Source: an optimization exercise on an open RTL-to-GDS flow (aim: small area, a short achievable clock period and few clock cycles). Production flows keep margins and buffers that such runs may drop.
RTL that was checked went through simulation tests only; none was proved equivalent to the original.
The RTL of run 1 was laid out without a check of its function.
No activity file was given, so power comes from the tool's default toggle rates.

### config.mk
export PLATFORM = sky130hd
export DESIGN_NAME = software_timer_table_top
export DESIGN_NICKNAME = software_timer_table_top
export VERILOG_FILES = /design/flow/design.v
export SDC_FILE = /design/flow/constraint.sdc
export NUM_CORES = 4
export LEC_CHECK = 0
export CAP_MARGIN = 20
export CORE_MARGIN = 2
export CORE_UTILIZATION = 55
export SETUP_SLACK_MARGIN = 4.2
export SLEW_MARGIN = 20
export TNS_END_PERCENT = 10
### design.v
package stt_pkg;
  localparam int SLOTS = 16;
  localparam int QR    = 2;    
  localparam logic [1:0] OP_ADD    = 2'd0;
  localparam logic [1:0] OP_CANCEL = 2'd1;
  localparam logic [1:0] OP_TICK   = 2'd2;
  localparam logic [1:0] OP_NONE   = 2'd3;
endpackage
module stt_cell (
  input  logic        clk,
  input  logic        rst_n,
  input  logic        add_sel,     
  input  logic        tick,        
  input  logic        cancel,      
  input  logic [15:0] cancel_id,
  input  logic [23:0] ivl_in,
  input  logic        ivz_in,      
  input  logic        per_in,
  input  logic        rn_in,
  input  logic [15:0] new_id,
  output logic        valid,
  output logic        valid_nxt,   
  output logic        exp,         
  output logic [15:0] id
);
  logic [23:0] rem_r, ivl_r;
  logic        per_r, zero_r, ivz_r;
  assign exp = valid && zero_r;
  always_comb begin
    if (!rst_n)                          valid_nxt = 1'b0;
    else if (add_sel)                    valid_nxt = 1'b1;
    else if (tick && exp && !per_r)      valid_nxt = 1'b0;
    else if (cancel && id == cancel_id)  valid_nxt = 1'b0;
    else                                 valid_nxt = valid;
  end
  always_ff @(posedge clk) begin
    valid <= valid_nxt;
    if (add_sel) begin
      id    <= new_id;
      ivl_r <= ivl_in;
      ivz_r <= ivz_in;
      per_r <= per_in;
    end
    if (add_sel) begin
      rem_r  <= rn_in ? 24'd0 : ivl_in;
      zero_r <= rn_in || ivz_in;
    end else if (tick) begin
      rem_r  <= zero_r ? ivl_r : rem_r - 24'd1;
      zero_r <= zero_r ? ivz_r : (rem_r == 24'd1);
    end
  end
endmodule
module software_timer_table_top (
  input  logic          clk,
  input  logic          rst_n,
  input  logic          in_valid,
  output logic          in_ready,
  input  logic [43:0]   in_data,
  output logic          out_valid,
  input  logic          out_ready,
  output logic [18:0]   out_data
);
  localparam int SLOTS = stt_pkg::SLOTS;
  localparam int QR    = stt_pkg::QR;
  localparam int PW    = (QR > 1) ? $clog2(QR) : 1;
  logic [1:0]  op;
  logic [23:0] ivl_in;
  logic        per_in, rn_in, ivz_in;
  logic [15:0] cid_in;
  assign op     = in_data[43:42];
  assign ivl_in = in_data[41:18];
  assign per_in = in_data[17];
  assign rn_in  = in_data[16];
  assign cid_in = in_data[15:0];
  assign ivz_in = (ivl_in == 24'd0);
  logic [15:0]      next_id_r;
  logic             out_valid_r;
  logic [18:0]      out_data_r;
  logic             lock_r;
  logic             hv_r, ht_r;          
  logic [16:0]      hp_r;                
  logic [QR-1:0]    qv_r, qt_r;
  logic [16:0]      qp_r [QR];
  logic [PW-1:0]    qh_r, qtl_r;
  logic [SLOTS-1:0] valid_vec, valid_nxt, exp_vec, freeing, first_free, add_sel;
  logic [15:0]      ids [SLOTS];
  logic             acc, is_add, is_tick, is_cancel, any_free;
  always_comb begin
    first_free = '0;
    for (int i = SLOTS - 1; i >= 0; i--)
      if (!valid_vec[i]) first_free = SLOTS'(1) << i;
  end
  assign any_free = !(&valid_vec);
  assign in_ready  = !lock_r && !(&qv_r);
  assign acc       = in_valid && in_ready;
  assign is_add    = acc && (op == stt_pkg::OP_ADD);
  assign is_tick   = acc && (op == stt_pkg::OP_TICK);
  assign is_cancel = acc && (op == stt_pkg::OP_CANCEL);
  assign add_sel   = is_add ? first_free : '0;
  for (genvar g = 0; g < SLOTS; g++) begin : g_slot
    stt_cell u_slot (
      .clk      (clk),
      .rst_n    (rst_n),
      .add_sel  (add_sel[g]),
      .tick     (is_tick),
      .cancel   (is_cancel),
      .cancel_id(cid_in),
      .ivl_in   (ivl_in),
      .ivz_in   (ivz_in),
      .per_in   (per_in),
      .rn_in    (rn_in),
      .new_id   (next_id_r),
      .valid    (valid_vec[g]),
      .valid_nxt(valid_nxt[g]),
      .exp      (exp_vec[g]),
      .id       (ids[g])
    );
  end
  logic [SLOTS-1:0] hmask, head_low, exp_low, slow;
  logic             head_single, exp_single, slast;
  logic [15:0]      sid;
  assign hmask       = hp_r[SLOTS-1:0];
  assign head_low    = hmask & (~hmask + SLOTS'(1));
  assign exp_low     = exp_vec & (~exp_vec + SLOTS'(1));
  assign head_single = (hmask == head_low);
  assign exp_single  = (exp_vec == exp_low);
  assign slow        = hv_r ? head_low : exp_low;
  assign slast       = hv_r ? head_single : exp_single;
  always_comb begin
    sid = '0;
    for (int i = 0; i < SLOTS; i++) if (slow[i]) sid = sid | ids[i];
  end
  logic        in_has, in_t;
  logic [16:0] in_p, ack_pay;
  assign ack_pay = {any_free ? next_id_r : 16'd0, !any_free};
  assign in_has  = is_add || (is_tick && |exp_vec);
  assign in_t    = !is_add;
  assign in_p    = is_add ? ack_pay : {1'b0, exp_vec};
  logic out_free, from_head, from_in, head_done, in_rest, ring_empty;
  assign out_free   = !out_valid_r || out_ready;
  assign from_head  = out_free && hv_r;
  assign from_in    = out_free && !hv_r;
  assign head_done  = from_head && (!ht_r || head_single);
  assign in_rest    = in_has && !(from_in && (is_add || exp_single));
  assign ring_empty = !(|qv_r);
  logic [SLOTS-1:0] pend_ring, pend_nxt;
  always_comb begin
    pend_ring = '0;
    for (int k = 0; k < QR; k++)
      if (qv_r[k] && qt_r[k]) pend_ring = pend_ring | qp_r[k][SLOTS-1:0];
  end
  assign pend_nxt = pend_ring
                  | ((hv_r && ht_r) ? hmask & ~(from_head ? head_low : '0) : '0)
                  | (is_tick ? exp_vec & ~(from_in ? exp_low : '0) : '0);
  assign freeing = ~valid_nxt | (is_cancel ? {SLOTS{1'b1}} : '0);
  always_ff @(posedge clk) begin
    if (!rst_n) begin
      next_id_r   <= '0;
      out_valid_r <= 1'b0;
      lock_r      <= 1'b0;
      hv_r        <= 1'b0;
      qv_r        <= '0;
      qh_r        <= '0;
      qtl_r       <= '0;
    end else begin
      if (is_add && any_free) next_id_r <= next_id_r + 16'd1;
      if (out_free) out_valid_r <= hv_r || in_has;
      lock_r <= |(pend_nxt & freeing);
      if (!hv_r || head_done) begin
        if (!ring_empty) begin
          hv_r         <= 1'b1;
          qv_r[qh_r]   <= 1'b0;
          qh_r         <= (qh_r == PW'(QR - 1)) ? '0 : qh_r + PW'(1);
        end else begin
          hv_r <= in_rest;
        end
      end
      if (in_rest && !((!hv_r || head_done) && ring_empty)) begin
        qv_r[qtl_r] <= 1'b1;
        qtl_r       <= (qtl_r == PW'(QR - 1)) ? '0 : qtl_r + PW'(1);
      end
    end
    if (from_head) begin
      if (ht_r) out_data_r <= {1'b1, sid, 1'b0, head_single};
      else      out_data_r <= {1'b0, hp_r[16:1], hp_r[0], 1'b1};
    end else if (from_in) begin
      if (is_add) out_data_r <= {1'b0, ack_pay[16:1], ack_pay[0], 1'b1};
      else        out_data_r <= {1'b1, sid, 1'b0, exp_single};
    end
    if (!hv_r || head_done) begin
      if (!ring_empty) begin
        ht_r <= qt_r[qh_r];
        hp_r <= qp_r[qh_r];
      end else begin
        ht_r <= in_t;
        hp_r <= (from_in && !is_add) ? {1'b0, exp_vec & ~exp_low} : in_p;
      end
    end else if (from_head) begin
      hp_r <= {1'b0, hmask & ~head_low};
    end
    if (in_rest && !((!hv_r || head_done) && ring_empty)) begin
      qt_r[qtl_r] <= in_t;
      qp_r[qtl_r] <= in_p;
    end
  end
  assign out_valid = out_valid_r;
  assign out_data  = out_data_r;
endmodule
### constraint.sdc
create_clock -name core_clock -period 7.0 [get_ports {clk}]
set_input_delay 1.4000 -clock core_clock [delete_from_list [all_inputs] [get_ports {clk}]]
set_output_delay 1.4000 -clock core_clock [all_outputs]
set_load 0.01 [all_outputs]
### run.sh
#!/bin/bash
# synth_recipe.tcl (not shown) runs the flow's synth.tcl, then flattens the netlist and writes it again
# the make line also repeats each setting of config.mk as NAME=value (left out here)
make -C /OpenROAD-flow-scripts/flow DESIGN_CONFIG=/design/flow/config.mk WORK_HOME=/design/flow/orfs CLKGATE_MAP_FILE= SYNTH_SCRIPT=/design/flow/synth_recipe.tcl finish
==> run summary, run 1 <==
- The total number of vias is 45,300.
- The kind of end point of the critical path is a flip-flop.
- The layout has 8,217 filler cells.
- The count of clock tree sinks is roughly 1,200.
- The sequential area share after synthesis is around 60%.
- The clock reaches the later pin of the worst-skew pair after roughly 0.75 ns.
- For this block, the routed nets add up to about 210,000 um of wire.
- The number of port buffers is 68.
- The level count of the clock H-tree is 4.
- The worst slew margin relative to its limit is between 20 and 25%.
- Setup violations remaining at the end of the flow were counted as 0.
- The total power is around 16 mW.
- The post-layout minimum cycle time is approximately 3.6 ns.
- At the worst endpoint, the required time is around 7.5 ns.
- Setup repair after global routing could not meet its margin everywhere.
- The worst setup path is launched from a flip-flop.
- At the end of the flow, the number of nets in the layout was 5,529.
- The via count of the first global-routing pass is slightly above 40,000.
- Global routing finished with a remaining overflow of 0.
- The number of enable flip-flop cells after synthesis is 1,145.
- The remaining number of nets flagged by the antenna check after routing is 0.
- For this design the ratio of total power to cell area is roughly 230 mW/mm^2.
- The mapped cell area is slightly below 0.06 sq mm.
- The post-synthesis to final-layout area growth is 17.5%.
- The clock arrives with approximately 0.024 ns of skew.
- The TritonCTS clock tree is yes.
- Once layout is complete, the cells apart from fillers number roughly 7,000.
- Cells fill between 60% and 70% of the core in the end.
- Counting the buffers created by CTS gives about 130.
- In this run the mean area of a mapped cell was roughly 11 sq um.
- The area of the placeable core is between 0.1 and 0.15 sq mm.
- The max capacitance violation total is 0.
- When the netlist entered floorplanning its net count stood at 5,311.
- The library cells used most frequently in the layout, excluding fill and tap cells, are 1,145 x sky130_fd_sc_hd__edfxtp_1, 763 x sky130_fd_sc_hd__nand2_1, 629 x sky130_fd_sc_hd__o21ai_0.
- The vertical extent of the die is between 300 and 400 um.
- The global routing stage identified its most utilized layer as met1.
- For this run, the detailed router's first-pass iteration total came to 10.
- The global-route met2 utilization is between 50 and 60%.
- The floorplan step set the die width to ~330 um.
- The global-route wire length before repair is between 200,000 and 300,000 um.
- The share of synthesized area in the top cell type comes to between 50% and 60%.
- The maximum buffer depth of the clock tree is 3.
- The static leakage power is 23.0 nW.
- The clock input transition at the sequential cells of the worst setup and hold paths is about 0.06 ns.
- The weighted congestion reported at the end of routability-driven placement is approximately 0.95.
- The highest fanout seen on the critical path is 8.
- In the routed design, unresolved DRC markers number 0.
- Clock tree synthesis selected as its root buffer the cell sky130_fd_sc_hd__clkbuf_16.
- The number of top-level design ports is 69.
- Dividing the final minimum period by the clock period gives between 50% and 60%.
- Leaving out fill and tap cells, the most frequent cell in the layout is sky130_fd_sc_hd__edfxtp_1.
- In this run, post-CTS hold repair placed 0 buffers.
- The flip-flop and latch count after synthesis is 1,185.
- Sorting the synthesized cells by area gives the leading types as sky130_fd_sc_hd__edfxtp_1 59%, sky130_fd_sc_hd__o21ai_0 5.5%, sky130_fd_sc_hd__nand2_1 5.1%, sky130_fd_sc_hd__xnor2_1 5.1%, sky130_fd_sc_hd__xor2_1 3.5%.
- The most used flip-flop cell after synthesis is sky130_fd_sc_hd__edfxtp_1.
- In this run, distinct cell masters in the synthesized netlist total 81.
- The cell area after placement is about 0.061 sq mm.
- The starting utilization of the core area is around 55%.
- The number of antenna violations at the first check in global routing is 31.
- The detailed router finished its first iteration with approximately 7,400 violations.
- The floorplan has between 100 and 150 rows.
- The flow ran to the end and the layout has no timing, DRC or antenna violations.
- The met1 usage is a little over half.
- The count of warnings emitted by yosys is 3.
- The HPWL after detailed placement is 121,000 um.
- The final standard cell area without fillers is 0.0686 sq mm.
- The synthesized design spends more area on one cell type than any other, namely sky130_fd_sc_hd__edfxtp_1.
- For the pin with the worst max-slew slack, the measured transition is 1.17 ns.
- The number of instances in the synthesized netlist is roughly 5,200.
- The setup path with the least slack is of type flip-flop to flip-flop.
- Once placement completed, the tool counted placed cells totaling approximately 6,500.
- The met3 track utilization from global routing is under 10%.
- Counting flops with an async set or reset pin after synthesis yields a share of 0%.
- Derived from the worst setup path, the maximum achievable clock frequency is 279 MHz.
- The number of hold violations in the final report was 0.
- The data arrival time of the critical path is roughly 4.1 ns.
- After detailed routing, the number of vias per cell comes to around 6.5.
- Summed over all failing endpoints, the final setup total negative slack is 0 ns.
- The number of pins with negative max-slew slack in the final report came to 0.
- The worst hold-check path type is flip-flop to flip-flop.
- The share of layout cells above drive strength 1 is around 14%.
- The overall routing resource usage is a little over a third.
- The peak supply drop is roughly 230 uV.
- The die covers about 0.11 sq mm.
- The average routed wire per standard cell is between 20 and 30 um.
- Entering global routing, the biggest net connects 73 pins.
critical path, cell delays in order (launching register included):
cell and delay [ns]:
sky130_fd_sc_hd__edfxtp_1 0.38, sky130_fd_sc_hd__buf_6 0.15, sky130_fd_sc_hd__a222oi_1 0.44, sky130_fd_sc_hd__buf_4 0.27, sky130_fd_sc_hd__a22oi_2 0.06, sky130_fd_sc_hd__or4_1 0.46
sky130_fd_sc_hd__or3_1 0.32, sky130_fd_sc_hd__or4_4 0.53, sky130_fd_sc_hd__o21a_4 0.24, sky130_fd_sc_hd__o221a_4 0.26, sky130_fd_sc_hd__and2_4 0.22
state kept, by name, indices dropped and copies added (netlist names), 2 cells and up, named ones only:
signal                cells
g_slot.u_slot.per_r      16
g_slot.u_slot.ivl_r     384
g_slot.u_slot.id        256
g_slot.u_slot.ivz_r      16
out_data_r               19
qv_r                      2
hp_r                     17
g_slot.u_slot.rem_r     384
next_id_r                16
g_slot.u_slot.valid      16
qp_r                     34
g_slot.u_slot.zero_r     16
cell type report:
cell class / instances / area, sq um / area share [%]
Clock inverter: 55 / 576 / 0.839
Antenna cell: 1 / 2.50 / 0.00365
Sequential cell: 1185 / 35200 / 51.3
Inverter: 101 / 454 / 0.662
Multi-Input combinational cell: 3635 / 23000 / 33.5
Timing Repair inverter: 5 / 56.3 / 0.0821
Timing Repair Buffer: 386 / 3860 / 5.63
Tap cell: 1391 / 1740 / 2.54
Clock buffer: 175 / 3680 / 5.36
power breakdown:
group	internal, mW	leakage, nW	switching (mW)	total, mW
Clock	4.12	2.09	2.84	6.96
Sequential	7.83	11.2	0.0810	7.92
Combinational	0.270	9.70	0.624	0.894
Total	12.2	23.0	3.55	15.8
logic make-up (layout without fill, tap and decap cells):
| group | count (synthesis) | after routing | share of synthesized area, % |
|---|---|---|---|
| other | 0 | 1 | 0 |
| adder cells (fa/ha/maj) | 34 | 34 | 0.725 |
| XOR/XNOR | 574 | 574 | 8.62 |
| multiplexers | 54 | 54 | 0.935 |
| flip-flops | 1185 | 1185 | 60.3 |
| buffers and inverters | 419 | 722 | 2.70 |
| AO/OA/AOI/OAI | 1205 | 1207 | 12.5 |
| AND/OR/NAND/NOR | 1759 | 1766 | 14.2 |
path summary, 6_finish.rpt:
kind,to,startpoint,cells after the start,slack (ns)
setup / recovery,qp_r[1][9],g_slot[2].u_slot.zero_r,10,3.41
hold reg to reg,g_slot[8].u_slot.rem_r[16],g_slot[8].u_slot.ivl_r[16],2,0.55
hold / removal,g_slot[8].u_slot.rem_r[16],g_slot[8].u_slot.ivl_r[16],2,0.55
setup reg to reg,qp_r[1][9],g_slot[2].u_slot.zero_r,10,3.41
cells in the mapped netlist (9+ instances only):
cell type	instances
sky130_fd_sc_hd__o2111a_1	11
sky130_fd_sc_hd__or3_1	73
sky130_fd_sc_hd__mux2i_1	50
sky130_fd_sc_hd__or4_1	27
sky130_fd_sc_hd__nor3b_1	9
sky130_fd_sc_hd__a22oi_1	36
sky130_fd_sc_hd__clkbuf_1	293
sky130_fd_sc_hd__xnor2_1	341
sky130_fd_sc_hd__a222oi_1	36
sky130_fd_sc_hd__nand3b_1	17
sky130_fd_sc_hd__edfxtp_1	1145
sky130_fd_sc_hd__a211oi_1	54
sky130_fd_sc_hd__a21oi_1	163
sky130_fd_sc_hd__nor2b_1	39
sky130_fd_sc_hd__nand2_1	797
sky130_fd_sc_hd__dfxtp_1	40
sky130_fd_sc_hd__xor2_1	233
sky130_fd_sc_hd__nor3_1	157
sky130_fd_sc_hd__buf_1	21
sky130_fd_sc_hd__a221o_1	10
sky130_fd_sc_hd__a41oi_1	10
sky130_fd_sc_hd__nor4b_1	13
sky130_fd_sc_hd__inv_1	96
sky130_fd_sc_hd__a31o_2	10
sky130_fd_sc_hd__o31ai_1	15
sky130_fd_sc_hd__and2_1	13
sky130_fd_sc_hd__a31oi_1	10
sky130_fd_sc_hd__nor2_1	229
sky130_fd_sc_hd__ha_1	33
sky130_fd_sc_hd__nor4_1	109
sky130_fd_sc_hd__and3_1	24
sky130_fd_sc_hd__nand3_1	91
sky130_fd_sc_hd__nand4_1	69
sky130_fd_sc_hd__o21ai_0	643
sky130_fd_sc_hd__nand2b_1	59
sky130_fd_sc_hd__o21ai_1	19
sky130_fd_sc_hd__a221oi_1	24
sky130_fd_sc_hd__o211ai_1	77
per-stage QoR:
step	hold WS, ns	setup slack (ns)
finish	0.546	3.41
global route	0.573	3.34
CTS	0.555	3.42
detailed placement	0.545	1.30
global placement	0.538	1.32
floorplan	0.504	2.51
routing by layer:
| layer | up-vias | routed length [um] |
|---|---|---|
| met1 | 22100 | 81100 |
| met4 | 4 | 7730 |
| met3 | 471 | 27900 |
| met5 | - | 27 |
| li1 | 19800 | - |
| met2 | 2945 | 88900 |
repair_timing:
item	CTS	global route
pin swaps	29	54
resized for setup	230	209
cloned	18	14
setup buffers	53	85
setup endpoints to repair	1657	1242
==> run 2, diff against run 1 <==
--- a/design.v
+++ b/design.v
@@ -68,9 +68,11 @@
   logic        per_in, rn_in, ivz_in;
   logic [15:0] cid_in;
-  assign op     = in_data[43:42];
-  assign ivl_in = in_data[41:18];
-  assign per_in = in_data[17];
-  assign rn_in  = in_data[16];
-  assign cid_in = in_data[15:0];
+  logic        c_v_r, c_exec;
+  logic [43:0] c_d_r;
+  assign op     = c_d_r[43:42];
+  assign ivl_in = c_d_r[41:18];
+  assign per_in = c_d_r[17];
+  assign rn_in  = c_d_r[16];
+  assign cid_in = c_d_r[15:0];
   assign ivz_in = (ivl_in == 24'd0);
   logic [15:0]      next_id_r;
@@ -92,6 +94,12 @@
   end
   assign any_free = !(&valid_vec);
-  assign in_ready  = !lock_r && !(&qv_r);
-  assign acc       = in_valid && in_ready;
+  assign c_exec    = !lock_r && !(&qv_r);
+  assign in_ready  = !c_v_r || c_exec;
+  assign acc       = c_v_r && c_exec;
+  always_ff @(posedge clk) begin
+    if (!rst_n)        c_v_r <= 1'b0;
+    else if (in_ready) c_v_r <= in_valid;
+    if (in_ready) c_d_r <= in_data;
+  end
   assign is_add    = acc && (op == stt_pkg::OP_ADD);
   assign is_tick   = acc && (op == stt_pkg::OP_TICK);
@@ -153,5 +161,5 @@
                   | ((hv_r && ht_r) ? hmask & ~(from_head ? head_low : '0) : '0)
                   | (is_tick ? exp_vec & ~(from_in ? exp_low : '0) : '0);
-  assign freeing = ~valid_nxt | (is_cancel ? {SLOTS{1'b1}} : '0);
+  assign freeing = ~valid_nxt;
   always_ff @(posedge clk) begin
     if (!rst_n) begin
--- a/config.mk
+++ b/config.mk
@@ -8,6 +8,8 @@
 export CAP_MARGIN = 20
 export CORE_MARGIN = 2
-export CORE_UTILIZATION = 55
-export SETUP_SLACK_MARGIN = 4.2
+export CORE_UTILIZATION = 60
+export CTS_CLUSTER_DIAMETER = 60
+export CTS_CLUSTER_SIZE = 25
+export SETUP_SLACK_MARGIN = 4.3
 export SLEW_MARGIN = 20
 export TNS_END_PERCENT = 10
==> run 2 against run 1 <==
Area after synthesis is 2.6% higher. Critical endpoint is now out_data_r[7]. Sequential share of layout area is 1.0 points higher. Global-route usage is 4.4 points higher. Clock-buffer cell count is 74 lower. Largest cell class unchanged. Worst setup slack better by 0.44 ns. Register-to-register slack better by 0.44 ns. Die area is 5.9% lower. Via count is 2.3% higher. Clock power is 15% lower.
==> run summary, run 2 <==
- The run finished with no timing, DRC or antenna violations.
- The clock drives about 1,200 sinks.
- Fill cells in the final layout number 7,025.
- The kind of end point of the critical path is a flip-flop.
- The total number of vias is around 46,000.
- The most common cell in the synthesized netlist is sky130_fd_sc_hd__edfxtp_1.
- Relative to the synthesized area, the layout overhead comes to 16.6%.
- The worst hold-check path type is flip-flop to flip-flop.
- The static leakage power is around 24 nW.
- The number of nets in the synthesized netlist is between 5,000 and 6,000.
- The root buffer cell chosen for the clock tree is sky130_fd_sc_hd__clkbuf_16.
- The number of placed instances with taps included is roughly 6,300.
- The final setup TNS is 0 ns.
- The number of antenna violations at the first check in global routing is 23.
- The number of gates on the worst path with buffers counted is 11.
- Along the worst path, the maximum fanout reaches 7.
- In this run the cell area measured after placement is just over 0.06 sq mm.
- For this run, design rule violations remaining after detail routing come to 0.
- The number of top-level design ports is 69.
- The peak clock frequency supported by timing is 318 MHz.
- The number of pins with negative max-slew slack in the final report came to 0.
- The transition time of the tightest slew-check pin is between 1 and 1.5 ns.
- After clock tree synthesis, the clock-pin slew on the worst setup and hold paths is 0.09 ns.
- The core region is between 0.09 and 0.1 sq mm.
- The slowest library cell on the worst path is sky130_fd_sc_hd__edfxtp_1.
- After synthesis, the cell types taking the most area are sky130_fd_sc_hd__edfxtp_1 60%, sky130_fd_sc_hd__o21ai_0 5.0%, sky130_fd_sc_hd__xor2_1 4.9%, sky130_fd_sc_hd__nand2_1 3.9%, sky130_fd_sc_hd__xnor2_1 3.5%.
- The slack of the worst reg-to-reg path is a little under 4 ns.
- The commonest cells after synthesis are 1,189 x sky130_fd_sc_hd__edfxtp_1, 615 x sky130_fd_sc_hd__nand2_1, 602 x sky130_fd_sc_hd__o21ai_0, 336 x sky130_fd_sc_hd__xor2_1, 285 x sky130_fd_sc_hd__clkbuf_1.
- The mean instance size in the synthesized netlist is 11.6 sq um.
- Summing every instance area after synthesis gives about 0.06 sq mm.
- Of the synthesized area, sequential elements account for 61.0%.
- The weighted congestion reported at the end of routability-driven placement is 1.00.
- The final clock skew is 0.0333 ns.
- In this run, the number of DRC markers left after iteration 0 of detailed routing was ~7,600.
- The worst register-to-register path begins at g_slot[1].u_slot.zero_r.
- For this run, the slowest stage of the critical path takes 0.44 ns.
- In this run the worst setup path terminates at out_data_r[7].
- The overall routing resource usage is approximately two fifths.
- The remaining number of nets flagged by the antenna check after routing is 0.
- The worst slew margin relative to its limit is 20.6%.
- For this run the aggregate overflow at the end of global routing stands at 0.
- The mean number of vias per cell is approximately 6.8.
- For the worst flop-to-flop path, the logic depth is 11.
- Counting both buffers and inverters, the worst setup path holds a total of 5.
- The cell occurring most often along the worst timing path is sky130_fd_sc_hd__buf_6.
- The max capacitance violation total is 0.
- Dividing the detail-routed wire length by the instance count gives about 32 um.
- After routing the design area is ~0.070 sq mm.
- The number of instances in the synthesized netlist is 5,152.
- In this run, CTS created clock tree buffers numbering 97.
- Row generation in the floorplan step produced around 120 rows.
- The worst setup path is of the flip-flop to flip-flop kind.
- The startpoint type of the worst setup path is a flip-flop.
- The via count of the first global-routing pass came to ~43,000.
- The starting utilization of the core area is approximately three fifths.
- The pin count of the biggest net entering global routing is 54.
- Traced cell by cell, the critical path runs through buf_12 > buf_4 > buf_6 > buf_6 > nand3_4 > o21ai_4 > buf_2 > a222oi_1 > nand3_1 > a211o_1 > o32a_1.
- In the synthesized netlist the dominant register cell turns out to be sky130_fd_sc_hd__edfxtp_1.
- The final-stage net count is between 5,000 and 6,000.
- The number of port buffers is 68.
- The worst register-to-register path ends at out_data_r[7].
- Counting I/O delays and the setup requirement, the final critical path takes about 3.1 ns.
- The fraction of post-synthesis cell area in the top cell type by area is between 50% and 60%.
- The critical path's top delay family is compound AO/OA/AOI/OAI gates.
- Across all setup checks in the final design, the least slack found is 3.86 ns.
- The largest registers in the layout are g_slot.u_slot.ivl_r (384), g_slot.u_slot.rem_r (384), g_slot.u_slot.id (256).
- Of the cells placed in the final design, the portion with a size suffix greater than 1 is 15.3%.
- The critical path startpoint is g_slot[1].u_slot.zero_r.
- The floorplan step defined a die boundary enclosing approximately 0.10 sq mm.
- Clock latency on the worst-skew pair, taken at its later pin, is around 0.75 ns.
- Before CTS, the worst setup slack after placement is 2.09 ns.
- Setup repair after global routing could not meet its margin everywhere.
- For this run, the number of standard cells in the final layout without fillers is 6,774.
- The data required time at the worst endpoint is approximately 7.5 ns.
- The most common cell after layout, fill and taps aside is sky130_fd_sc_hd__edfxtp_1.
- The number of hold violations in the final report was 0.
- The worst-case IR drop observed on VDD is roughly 210 uV.
- The longest clock path from root to sink contains 3 buffers.
- The final routed wirelength across all metal layers is about 210,000 um.
- The flip-flop and latch count after synthesis is ~1,200.
- Detailed placement finished with a half-perimeter wire length of about 130,000 um.
- The final count of negative-setup-slack endpoints is 0.
- In this run, post-CTS hold repair placed 0 buffers.
- The library cell occupying the most area in the post-synthesis netlist is sky130_fd_sc_hd__edfxtp_1.
- During synthesis, Yosys emitted a total of 3 warnings.
- The overall die width is 320 um.
- The global-route wire length before repair is roughly 300,000 um.
- In this run the most critical hold path is launched from g_slot[3].u_slot.ivl_r[2].
- At the worst endpoint, the arrival time is approximately 3.6 ns.
- The first detailed-routing pass took 6 iterations.
- The vertical extent of the die is around 320 um.
- The total power is about 15 mW.
- In the layout the commonest cells are 1,189 x sky130_fd_sc_hd__edfxtp_1, 583 x sky130_fd_sc_hd__nand2_1, 578 x sky130_fd_sc_hd__o21ai_0.
- In this run the power density over the cells is 211 mW/mm^2.
- Of all flip-flops after synthesis, the portion carrying an async set or reset was 0%.
- TritonCTS built the clock tree.
- The level count of the clock H-tree is 3.
- The distinct cell type count of the synthesized netlist is 93.
- The number of enable flip-flop cells after synthesis is between 1,000 and 1,500.
- The final worst-path cycle share is 44.9%.
run 2: cell count changes in the layout (fill, tap and decap cells not counted), moves of 29 or more:
cell | previous run | this run
sky130_fd_sc_hd__o21ai_0 | 629 | 578
sky130_fd_sc_hd__nand2b_1 | 52 | 99
sky130_fd_sc_hd__clkbuf_1 | 33 | 4
sky130_fd_sc_hd__xnor2_1 | 341 | 238
sky130_fd_sc_hd__xor2_1 | 233 | 336
sky130_fd_sc_hd__buf_4 | 219 | 267
sky130_fd_sc_hd__edfxtp_1 | 1145 | 1189
sky130_fd_sc_hd__nand2_1 | 763 | 583
sky130_fd_sc_hd__clkbuf_16 | 153 | 101
sky130_fd_sc_hd__o211ai_1 | 77 | 151
sky130_fd_sc_hd__a21oi_1 | 154 | 102
run 2: kinds of logic after synthesis:
kind of cell	after synthesis	share of synthesized area, %
and+or+nand+nor	1621	13.3
AOI/OAI and AO/OA	1237	13.2
DFF	1230	61.0
xor gates and xnor gates	574	8.39
buffers and inverters	409	2.61
muxes	47	0.792
adders and majority gates	34	0.706
run 2: per-stage QoR:
stage | utilization, % | hold slack (ns)
after global placement | 63.1 | 0.507
after floorplan | - | 0.492
after CTS | 69.4 | 0.559
final | 70.8 | 0.562
after detailed placement | 63.2 | 0.517
after global routing | 70.7 | 0.585
run 2: layout make-up:
| type | count | area, sq um | share of cell area (%) |
|---|---|---|---|
| Sequential cell | 1230 | 36600 | 52.3 |
| Multi-Input combinational cell | 3524 | 23300 | 33.3 |
| Timing Repair Buffer | 440 | 4470 | 6.39 |
| Clock buffer | 101 | 2440 | 3.50 |
| Tap cell | 1287 | 1610 | 2.31 |
| Clock inverter | 82 | 945 | 1.35 |
| Inverter | 86 | 439 | 0.629 |
| Timing Repair inverter | 5 | 58.8 | 0.0842 |
| Antenna cell | 19 | 47.5 | 0.0681 |
run 2: power by group:
group / switching, mW / internal [mW]
clock network: 3.14 / 2.80
registers: 0.0543 / 8.07
logic: 0.510 / 0.192
run 2: timing repair:
action | in CTS | in global routing
cloned | 26 | 9
gates resized for setup | 282 | 146
pin swaps | 82 | 63
buffers inserted | 135 | 66
endpoints found under the setup margin | 1363 | 800
run 2: how the worst min path moves through the flow:
stage | to | slack, ns | cells after the start
floorplan | qv_r[1] | 0.49 | 1
global placement | qv_r[1] | 0.51 | 1
detailed placement | qv_r[1] | 0.52 | 1
CTS | g_slot[14].u_slot.rem_r[15] | 0.56 | 2
global route | g_slot[14].u_slot.rem_r[15] | 0.58 | 2
finish | g_slot[3].u_slot.rem_r[2] | 0.56 | 2
run 2: tightest hold or removal path, cell delays in order (launching register included):
cell,delay [ns]
sky130_fd_sc_hd__edfxtp_1,0.32
sky130_fd_sc_hd__o211ai_1,0.07
sky130_fd_sc_hd__o21ai_0,0.07
run 2: per-layer routing:
| metal | up-vias | GRT usage, % | part of all wire (%) |
|---|---|---|---|
| met5 | - | 0 | 0.040 |
| met4 | 10 | 24.4 | 7.0 |
| met3 | 751 | 9.18 | 12 |
| met2 | 3243 | 63.5 | 45 |
| met1 | 22500 | 52.9 | 35 |
| li1 | 19900 | - | - |
Testbench counts of run 2, summed over its fixed seeds: cycles 16,048.
==> run 3, diff against run 2 <==
--- a/config.mk
+++ b/config.mk
@@ -8,8 +8,8 @@
 export CAP_MARGIN = 20
 export CORE_MARGIN = 2
-export CORE_UTILIZATION = 60
-export CTS_CLUSTER_DIAMETER = 60
-export CTS_CLUSTER_SIZE = 25
-export SETUP_SLACK_MARGIN = 4.3
+export CORE_UTILIZATION = 70
+export CTS_CLUSTER_DIAMETER = 100
+export CTS_CLUSTER_SIZE = 24
+export SETUP_SLACK_MARGIN = 4.5
 export SLEW_MARGIN = 20
 export TNS_END_PERCENT = 10
==> run 3 against run 2 <==
Still clean. Final area down 2.5%. First-iteration DRC count increased by 18%. Combinational power is essentially flat. Area after synthesis is the same. Wire length down 0.91%. Worst hold slack got worse by 0.026 ns. Final cell count down 3.0%. Sequential share of layout area up 1.4 points. Total power down 14%. Via count is 3.9% higher. Clock-buffer cell count is 9 lower. Clock power decreased by 34%. Critical path type unchanged. Highest routed layer unchanged.
==> run summary, run 3 <==
- The data required time at the worst endpoint is 7.47 ns.
- By area the synthesized netlist is led by sky130_fd_sc_hd__edfxtp_1 60%, sky130_fd_sc_hd__o21ai_0 5.0%, sky130_fd_sc_hd__xor2_1 4.9%, sky130_fd_sc_hd__nand2_1 3.9%, sky130_fd_sc_hd__xnor2_1 3.5%.
- For the final routed database, the setup TNS stands at 0 ns.
- The commonest register cell after synthesis is sky130_fd_sc_hd__edfxtp_1.
- The cell count of the worst hold path is 1.
- The number of top-level design ports is 69.
- Summed over all instances, the cell type with the most area after synthesis is sky130_fd_sc_hd__edfxtp_1.
- In this run the cell area of the synthesized design comes to around 0.06 sq mm.
- The worst register-to-register path has a depth of 10.
- In this run the cell area measured after placement is around 0.062 sq mm.
- The flip-flop and latch count after synthesis is approximately 1,200.
- The average routed wire per standard cell is ~32 um.
- Detailed routing inserted a total of 48,200 vias.
- The clock net in this run drives a total of 1,230 sinks.
- The slowest library cell on the worst path is sky130_fd_sc_hd__a22oi_1.
- In this run the tool buffered the top-level ports with 68 buffer cells.
- The critical path's largest stage delay is around 0.54 ns.
- The worst slack on hold paths is 0.536 ns.
- The final standard cell area without fillers is about 0.07 sq mm.
- The smallest clock period supported by the final layout is computed as about 3.1 ns.
- The number of hold violations in the final report is 0.
- The maximum buffer depth of the clock tree is 3.
- In the final layout, the share of cells above drive strength 1 is a little over an eighth.
- The later pin in the worst-skew pair is clocked with a latency of 0.70 ns.
- For this run, the total global-route usage over all layers was measured as between 40% and 50%.
- In this run the biggest area consumer among cell types represents around three fifths of the synthesized area.
- The endpoint identified for the worst register-to-register timing path is qp_r[1][8].
- Based on the critical path, the design can be clocked at up to approximately 320 MHz.
- The leftover overflow at the end of global routing is 0.
- In this run, synthesis inferred about 1,200 flip-flops with an integrated enable.
- Of all nets on the critical path, the largest fanout is 43.
- The worst slew margin relative to its limit is about 25%.
- The TritonCTS clock tree is yes.
- The sum of buffers and inverters on the critical path is 3.
- The full die area is between 0.08 and 0.09 sq mm.
- Counting every net in the synthesized netlist gives about 5,200.
- The global-route wire length before repair is just under 300,000 um.
- The number of placement rows is around 110.
- The launch point of the worst hold path is qv_r[1].
- The number of antenna violations at the first check in global routing came to 21.
- Detailed routing placed a total of 91,000 um of wire on met2.
- The worst hold-check path type is flip-flop to flip-flop.
- For flop-to-flop paths, the worst setup slack is roughly 3.9 ns.
- The static leakage power is around 23 nW.
- STA classifies the critical path startpoint as a flip-flop.
- In this run the horizontal extent of the chip is approximately 300 um.
- The via count of the first global-routing pass is roughly 44,000.
- The area of the placeable core is between 0.08 and 0.09 sq mm.
- After clock tree synthesis, the clock-pin slew on the worst setup and hold paths is roughly 0.10 ns.
- In this run, CTS created clock tree buffers numbering 57.
- The distinct cell type count of the synthesized netlist is just over 90.
- Between clock sinks in the finished design, the worst skew comes to 0.0185 ns.
- The utilization after layout is ~80%.
- The largest registers in the layout are g_slot.u_slot.ivl_r (384), g_slot.u_slot.rem_r (384), g_slot.u_slot.id (256).
- For this run, the detailed router's first-pass iteration total came to 7.
- The number of pins with negative max-slew slack in the final report is 0.
- Ranked by instance count, the synthesized netlist is headed by 1,189 x sky130_fd_sc_hd__edfxtp_1, 615 x sky130_fd_sc_hd__nand2_1, 602 x sky130_fd_sc_hd__o21ai_0, 336 x sky130_fd_sc_hd__xor2_1, 285 x sky130_fd_sc_hd__clkbuf_1.
- Setup violations remaining at the end of the flow were counted as 0.
- The startpoint identified for the worst register-to-register timing path is g_slot[14].u_slot.zero_r.
- The tool flagged a number of max-cap violations equal to 0.
- The top routing layer in use is met5.
- The critical path's top delay family is compound AO/OA/AOI/OAI gates.
- The post-synthesis async set-or-reset flop share is 0%.
- In this run the number of cells on the critical path is 10.
- Dividing total power by cell area gives a power density of 187 mW/mm^2.
- The most common cell in the synthesized netlist is sky130_fd_sc_hd__edfxtp_1.
- The mean number of vias per cell is approximately 7.3.
- In this run the vertical extent of the chip is between 200 and 300 um.
- The final worst-path cycle share is 44.4%.
- The post-synthesis to final-layout area growth is 13.7%.
- The cell occurring most often along the worst timing path is sky130_fd_sc_hd__buf_6.
- After detailed routing, the wire length on met1 is between 60,000 and 70,000 um.
- The level count of the clock H-tree is 2.
- The violation count after the first detailed-route iteration is roughly 9,000.
- The final routed wirelength across all metal layers is 213,000 um.
- In this run the clock root is driven by a sky130_fd_sc_hd__clkbuf_16.
- The final-stage net count is 5,441.
- A synthesized cell averages 11.6 sq um.
- The most common cell after layout, fill and taps aside is sky130_fd_sc_hd__edfxtp_1.
- The detail route stage leaves a number of antenna-violating nets equal to 0.
- The number of fill cells in the layout is around 5,000.
- The run finished with no timing, DRC or antenna violations.
- Setup repair after global routing could not meet its margin everywhere.
- The count of warnings emitted by yosys is 3.
- The pin count of the biggest net entering global routing is 54.
- For the worst setup path, the data arrival time is about 3.6 ns.
- After synthesis, flip-flops and latches occupy roughly 61% of the total area.
- The congestion estimate from routability-driven global placement came to 0.989.
- The kind of end point of the critical path is a flip-flop.
- The number of instances in the synthesized netlist is between 5,000 and 6,000.
- In the routed design, unresolved DRC markers number 0.
- The peak supply drop is between 200 and 300 uV.
- The endpoint of the worst hold path is qv_r[1].
- The critical path is of the flip-flop to flip-flop type.
- The HPWL after detailed placement is around 120,000 um.
- The transition time of the tightest slew-check pin is between 1 and 1.5 ns.
- The critical path goes through buf_6 > a22oi_1 > o21ai_0 > o41ai_4 > o21ai_2 > o31ai_4 > a221oi_4 > buf_6 > buf_6 > and2_4.
- The detailed-routed wire length on met3 is 33,300 um.
- Leaving out fill and tap cells, the most frequent cells in the layout are 1,189 x sky130_fd_sc_hd__edfxtp_1, 582 x sky130_fd_sc_hd__o21ai_0, 580 x sky130_fd_sc_hd__nand2_1.
- The starting utilization of the core area is 70.4%.
[run 3: cell count changes in the layout (fill, tap and decap cells not counted), sizes merged, moves of 2 or more]
| cell | before | now |
|---|---|---|
| a21oi | 111 | 109 |
| buf | 361 | 370 |
| bufbuf | 8 | 15 |
| clkbuf | 108 | 101 |
| clkinv | 39 | 12 |
| clkinvlp | 8 | 1 |
| diode | 19 | 34 |
| dlygate4sd2 | 16 | 14 |
| inv | 125 | 81 |
[run 3: metrics by stage]
stage / setup slack (ns) / power [mW] / instances
2_1_floorplan: 3.62 / 8.57 / 5152
3_3_place_gp: 2.08 / 8.88 / 6193
3_5_place_dp: 1.96 / 8.90 / 6194
4_1_cts: 3.99 / 12.6 / 6461
5_1_grt: 3.88 / 12.9 / 6547
6_report: 3.89 / 12.7 / 6574
[run 3: area by class of cell]
class	instances	area [sq um]	area share, %
sequential	1230	36600	53.7
multi-input combinational	3526	23300	34.3
timing repair buffer	454	4540	6.67
clock buffer	92	1600	2.35
tap	1144	1430	2.10
inverter	86	454	0.667
antenna	34	85.1	0.125
timing repair inverter	5	56.3	0.0827
clock inverter	3	32.5	0.0478
[run 3: worst reg2reg max path: stages, from the launching register on]
cell and delay, ns:
sky130_fd_sc_hd__edfxtp_1 0.39, sky130_fd_sc_hd__buf_6 0.23, sky130_fd_sc_hd__a22oi_1 0.56, sky130_fd_sc_hd__o21ai_0 0.26, sky130_fd_sc_hd__o41ai_4 0.28, sky130_fd_sc_hd__o21ai_2 0.13, sky130_fd_sc_hd__o31ai_4 0.44, sky130_fd_sc_hd__a221oi_4 0.17
sky130_fd_sc_hd__buf_6 0.17, sky130_fd_sc_hd__buf_6 0.11, sky130_fd_sc_hd__and2_4 0.15
[run 3: timing repair]
item,in CTS,in global routing
hold buffers,0,0
pin swaps,83,54
endpoints found under the hold margin,0,0
gates resized for setup,263,177
gates cloned,38,3
buffers inserted,134,76
endpoints found under the setup margin,1656,1188
[run 3: worst max path at each step]
stage,start,end,slack (ns)
after floorplan,out_ready,qp_r[0][0],3.62
after global placement,out_ready,qp_r[0][10],2.08
after detailed placement,out_ready,qp_r[0][11],1.96
after CTS,qv_r[0],in_ready,3.99
after global routing,g_slot[1].u_slot.zero_r,qp_r[1][9],3.88
final,g_slot[14].u_slot.zero_r,qp_r[1][8],3.89
[run 3: kinds of logic (layout without fill, tap and decap cells)]
kind of cell	Yosys count	count (layout)	synth area share [%]
AOI/OAI and AO/OA	1237	1240	13.2
DFF	1230	1230	61.0
muxes	47	47	0.792
adders and majority gates	34	34	0.706
and+or+nand+nor	1621	1631	13.3
other	0	34	0
buffers and inverters	409	640	2.61
xor gates and xnor gates	574	574	8.39
[run 3: power breakdown]
group	switching, mW	internal (mW)
combinational	0.511	0.191
clock	2.33	1.58
sequential	0.0555	8.07
[run 3: layer usage]
metal | up-vias | track usage, %
met5 | - | 0.443
met4 | 11 | 34.1
met3 | 1159 | 14.9
met2 | 4475 | 68.1
met1 | 22700 | 60.4
li1 | 19800 | -
==> run 4, diff against run 3 <==
--- a/config.mk
+++ b/config.mk
@@ -10,5 +10,5 @@
 export CORE_UTILIZATION = 70
 export CTS_CLUSTER_DIAMETER = 100
-export CTS_CLUSTER_SIZE = 24
+export CTS_CLUSTER_SIZE = 20
 export SETUP_SLACK_MARGIN = 4.5
 export SLEW_MARGIN = 20
==> run 4 against run 3 <==
Still clean on timing, DRC and antenna. Critical path depth unchanged. Utilization up 1.2 points. Synthesized cell count unchanged. Fmax up 0.97%. Register-to-register slack better by 0.03 ns. Final cell count up 0.58%. Sequential share of layout area down 0.80 points. Combinational power up 0.9%. Critical path type unchanged. Largest cell class unchanged.
==> run summary, run 4 <==
- The count of clock tree sinks is around 1,200.
- The data arrival time of the critical path is approximately 3.5 ns.
- After detailed routing, the number of remaining DRC violations is 0.
- Synthesis produced a netlist whose cell count is just over 5,000.
- In this run, distinct cell masters in the synthesized netlist total between 90 and 100.
- The count of warnings emitted by yosys is 3.
- For the worst-skew pair, the clock arrives at the later sink with an insertion delay of between 0.6 and 0.7 ns.
- Excluding fillers, the count of instances in the completed layout stands at approximately 6,600.
- The weighted congestion reported at the end of routability-driven placement is 0.989.
- In this run the tool buffered the top-level ports with between 60 and 70 buffer cells.
- Ranked by total cell area, the synthesized netlist is headed by sky130_fd_sc_hd__edfxtp_1 60%, sky130_fd_sc_hd__o21ai_0 5.0%, sky130_fd_sc_hd__xor2_1 4.9%, sky130_fd_sc_hd__nand2_1 3.9%, sky130_fd_sc_hd__xnor2_1 3.5%.
- The post-layout minimum cycle time is 3.08 ns.
- By startpoint and endpoint, the worst setup path is classified as flip-flop to flip-flop.
- The commonest cells after synthesis are 1,189 x sky130_fd_sc_hd__edfxtp_1, 615 x sky130_fd_sc_hd__nand2_1, 602 x sky130_fd_sc_hd__o21ai_0, 336 x sky130_fd_sc_hd__xor2_1, 285 x sky130_fd_sc_hd__clkbuf_1.
- The vertical extent of the die is about 300 um.
- The peak clock frequency supported by timing is approximately 330 MHz.
- After detailed placement, the design holds a cell count of ~6,200.
- IR analysis of the VDD net gives a maximum drop of around 220 uV.
- The highest fanout seen on the critical path is 7.
- Summed over all instances, the cell type with the most area after synthesis is sky130_fd_sc_hd__edfxtp_1.
- The run finished with no timing, DRC or antenna violations.
- The post-synthesis async set-or-reset flop share is 0%.
- The final setup TNS is 0 ns.
- The final worst-path cycle share is 43.9%.
- The longest clock path from root to sink contains 3 buffers.
- Detailed routing inserted a total of 48,500 vias.
- The number of hold violations in the final report came to 0.
- The leftover overflow at the end of global routing is 0.
- The switching power total is between 3 and 4 mW.
- The number of antenna violations at the first check in global routing is 23.
- Global routing used 47.7% of the available tracks across all layers.
- In the post-synthesis netlist, the cell with the most instances is sky130_fd_sc_hd__edfxtp_1.
- The core region is ~0.085 sq mm.
- After clock tree synthesis, the clock-pin slew on the worst setup and hold paths is roughly 0.090 ns.
- The transition time of the tightest slew-check pin is 1.18 ns.
- The final layout contains routed wiring with a total length of 216,000 um.
- The most common cell after layout, fill and taps aside is sky130_fd_sc_hd__edfxtp_1.
- The total clock buffers created by CTS is 71.
- The internal portion of the total power is 10.3 mW.
- In this run the clock root is driven by a sky130_fd_sc_hd__clkbuf_16.
- The startpoint type of the worst setup path is a flip-flop.
- Summing internal, switching and leakage power gives between 10 and 15 mW.
- The utilization after layout is approximately four fifths.
- In this run the core area contains 107 standard-cell rows.
- The mean number of vias per cell is approximately 7.3.
- At the placement stage, the worst setup path has a slack of 1.96 ns.
- The kind of end point of the critical path is a flip-flop.
- Of the total power, registers draw 61.2%.
- The fraction of power spent switching nets is between 20 and 25%.
- The full die area is between 0.08 and 0.09 sq mm.
- The library cells used most frequently in the layout, excluding fill and tap cells, are 1,189 x sky130_fd_sc_hd__edfxtp_1, 585 x sky130_fd_sc_hd__nand2_1, 566 x sky130_fd_sc_hd__o21ai_0.
- Compared with the post-synthesis result, the final layout area differs by 15.4%.
- Of the synthesized area, sequential elements account for 61.0%.
- Setup violations remaining at the end of the flow were counted as 0.
- Before antenna repair, the detailed router went through 9 iterations.
- Once detail routing completed, the nets flagged for antenna violations numbered 0.
- The worst hold path begins at g_slot[6].u_slot.ivl_r[13].
- The TritonCTS clock tree is yes.
- In this run, the number of DRC markers left after iteration 0 of detailed routing was approximately 8,800.
- The via count of the first global-routing pass is between 40,000 and 50,000.
- The global-route wire length before repair is approximately 300,000 um.
- The share of synthesized area in the top cell type comes to roughly 60%.
- The number of pins with negative max-slew slack in the final report came to 0.
- The count of hold buffers inserted by post-cts repair is 0.
- The mean instance size in the synthesized netlist is about 12 sq um.
- In the final layout, the registers with the most flip-flops are g_slot.u_slot.ivl_r (384), g_slot.u_slot.rem_r (384), g_slot.u_slot.id (256).
- The post-synthesis net count is roughly 5,200.
- Data on the critical path is required at its endpoint by 7.41 ns.
- Setup repair after global routing could not meet its margin everywhere.
- The worst hold-check path type is flip-flop to flip-flop.
- The setup slack after layout is 3.92 ns.
- After synthesis the netlist holds a flip-flop and latch count of ~1,200.
- The H-tree was split into 3 levels.
- The analysis attributes to cell leakage a power of between 20 and 25 nW.
- Once the floorplan was initialized, standard cells occupied 70.4% of the core.
- In this run the critical register-to-register path is launched from g_slot[1].u_slot.zero_r.
- The final clock skew is between 0.02 and 0.025 ns.
- Dividing the detail-routed wire length by the instance count gives ~33 um.
- The power share of the combinational group is under 10%.
- The HPWL after detailed placement is roughly 120,000 um.
- The most used flip-flop cell after synthesis is sky130_fd_sc_hd__edfxtp_1.
- In the final design database the tool counted approximately 5,500 nets.
- Summing every instance area after synthesis gives between 0.05 and 0.06 sq mm.
- Pin placement for this block handled between 60 and 70 I/O pins.
- The worst pin sits at a relative slew slack of 21.2%.
- Power spread over the standard cell area amounts to roughly 190 mW/mm^2.
- Across the run, the number of max-cap violations was 0.
- The synthesized design contains 1,189 enable-type register cells.
- The pin count of the biggest net entering global routing is 54.
- The overall die width is around 300 um.
- The share of layout cells above drive strength 1 is around 15%.
- The clock network accounts for between 30% and 40% of the total power.
- The critical path startpoint is g_slot[1].u_slot.zero_r.
==> run 4: cell counts after synthesis <==
Identical to the previous run, type by type.
==> run 4: final cells by class <==
type / count / area, sq um
inverter: 86 / 467
antenna: 31 / 77.6
fill: 4778 / 15900
clock buffer: 99 / 1970
multi-input combinational: 3527 / 23600
timing repair inverter: 7 / 78.8
sequential: 1230 / 36600
tap: 1144 / 1430
timing repair buffer: 484 / 4910
clock inverter: 4 / 67.6
==> run 4: layer usage <==
layer / part of all wire (%) / GRT usage (%) / routed length (um) / up-vias
li1: - / - / - / 19900
met1: 32 / 60.6 / 70000 / 23000
met2: 43 / 68.7 / 91800 / 4481
met3: 16 / 15.8 / 34300 / 1190
met4: 9.0 / 34.7 / 19500 / 4
met5: 0.015 / 0 / 33 / -
==> run 4: worst max-delay path, stage by stage (launching register included) <==
cell and delay (ns):
sky130_fd_sc_hd__edfxtp_1 0.36, sky130_fd_sc_hd__buf_4 0.13, sky130_fd_sc_hd__buf_12 0.11, sky130_fd_sc_hd__nand2_2 0.14, sky130_fd_sc_hd__nand2_4 0.15, sky130_fd_sc_hd__o32ai_4 0.12, sky130_fd_sc_hd__buf_6 0.17, sky130_fd_sc_hd__a222oi_1 0.66
sky130_fd_sc_hd__nand3_2 0.29, sky130_fd_sc_hd__a211o_1 0.38, sky130_fd_sc_hd__o32a_1 0.32
==> run 4: through the flow <==
| step | cell area [sq um] | hold slack (ns) |
|---|---|---|
| after floorplan | 60100 | 0.492 |
| after global placement | 62100 | 0.509 |
| after detailed placement | 62100 | 0.510 |
| after CTS | 67400 | 0.569 |
| after global routing | 69100 | 0.586 |
| final | 69100 | 0.568 |
==> run 4: cells by family (layout without fill, tap and decap cells) <==
logic type	count (synthesis)	after routing	synth area share, %
and+or+nand+nor	1621	1631	13.3
AOI/OAI and AO/OA	1237	1241	13.2
DFF	1230	1230	61.0
xor gates and xnor gates	574	574	8.39
buffers and inverters	409	680	2.61
muxes	47	47	0.792
adders and majority gates	34	34	0.706
other	0	31	0
==> run 4: power by group through the flow <==
stage | clock, mW | combinational [mW] | sequential, mW
after floorplan | 0 | 0.271 | 8.29
after global placement | 0 | 0.589 | 8.29
after detailed placement | 0 | 0.602 | 8.30
after CTS | 4.39 | 0.649 | 8.12
after global routing | 4.63 | 0.707 | 8.13
final | 4.45 | 0.708 | 8.13
==> run 4: worst paths after layout <==
kind | to | slack (ns) | cells after the start
worst max-delay path | out_data_r[10] | 3.92 | 10
worst max register to register | out_data_r[10] | 3.92 | 10
worst min register to register | g_slot[6].u_slot.rem_r[13] | 0.57 | 2
worst min-delay path | g_slot[6].u_slot.rem_r[13] | 0.57 | 2
==> run 4: timing repair <==
item	in CTS	in global routing
pin swaps	88	99
gates resized for setup	301	202
setup buffers	149	92
gates cloned	40	3
endpoints found under the setup margin	1656	1193

## port drivers added, routing unchanged
How much do the figures lean on ideal ports? The routed layouts below were timed once more, with nothing changed but the port constraints.
Step 1 assumes that a clkbuf_16 drives the clock port and a buf_2 every other input.
Step 2 moves the port delays by t, midway between the first and last clock arrival at a register: inputs arrive t later, outputs are due t later. That takes back most of the time a late clock gives input paths.
a / b / c = no drivers / after step 1 / after step 2; a / b = the first two.
| run | shift t [ns] | setup slack, ns | clock arrival spread, ns |
|---|---|---|---|
| run 1 | 0.808 | 3.413 / 3.413 / 2.853 | 0.027 / 0.027 |
| run 2 | 0.807 | 3.858 / 3.832 / 3.238 | 0.036 / 0.035 |
| run 3 | 0.764 | 3.894 / 3.840 / 3.302 | 0.019 / 0.020 |
| run 4 | 0.736 | 3.924 / 3.917 / 3.342 | 0.027 / 0.027 |
After both steps setup and hold are still met in every run listed. For run 2, which loses most, drivers alone change the setup slack by -0.026 ns; drivers and shift together by -0.620 ns.
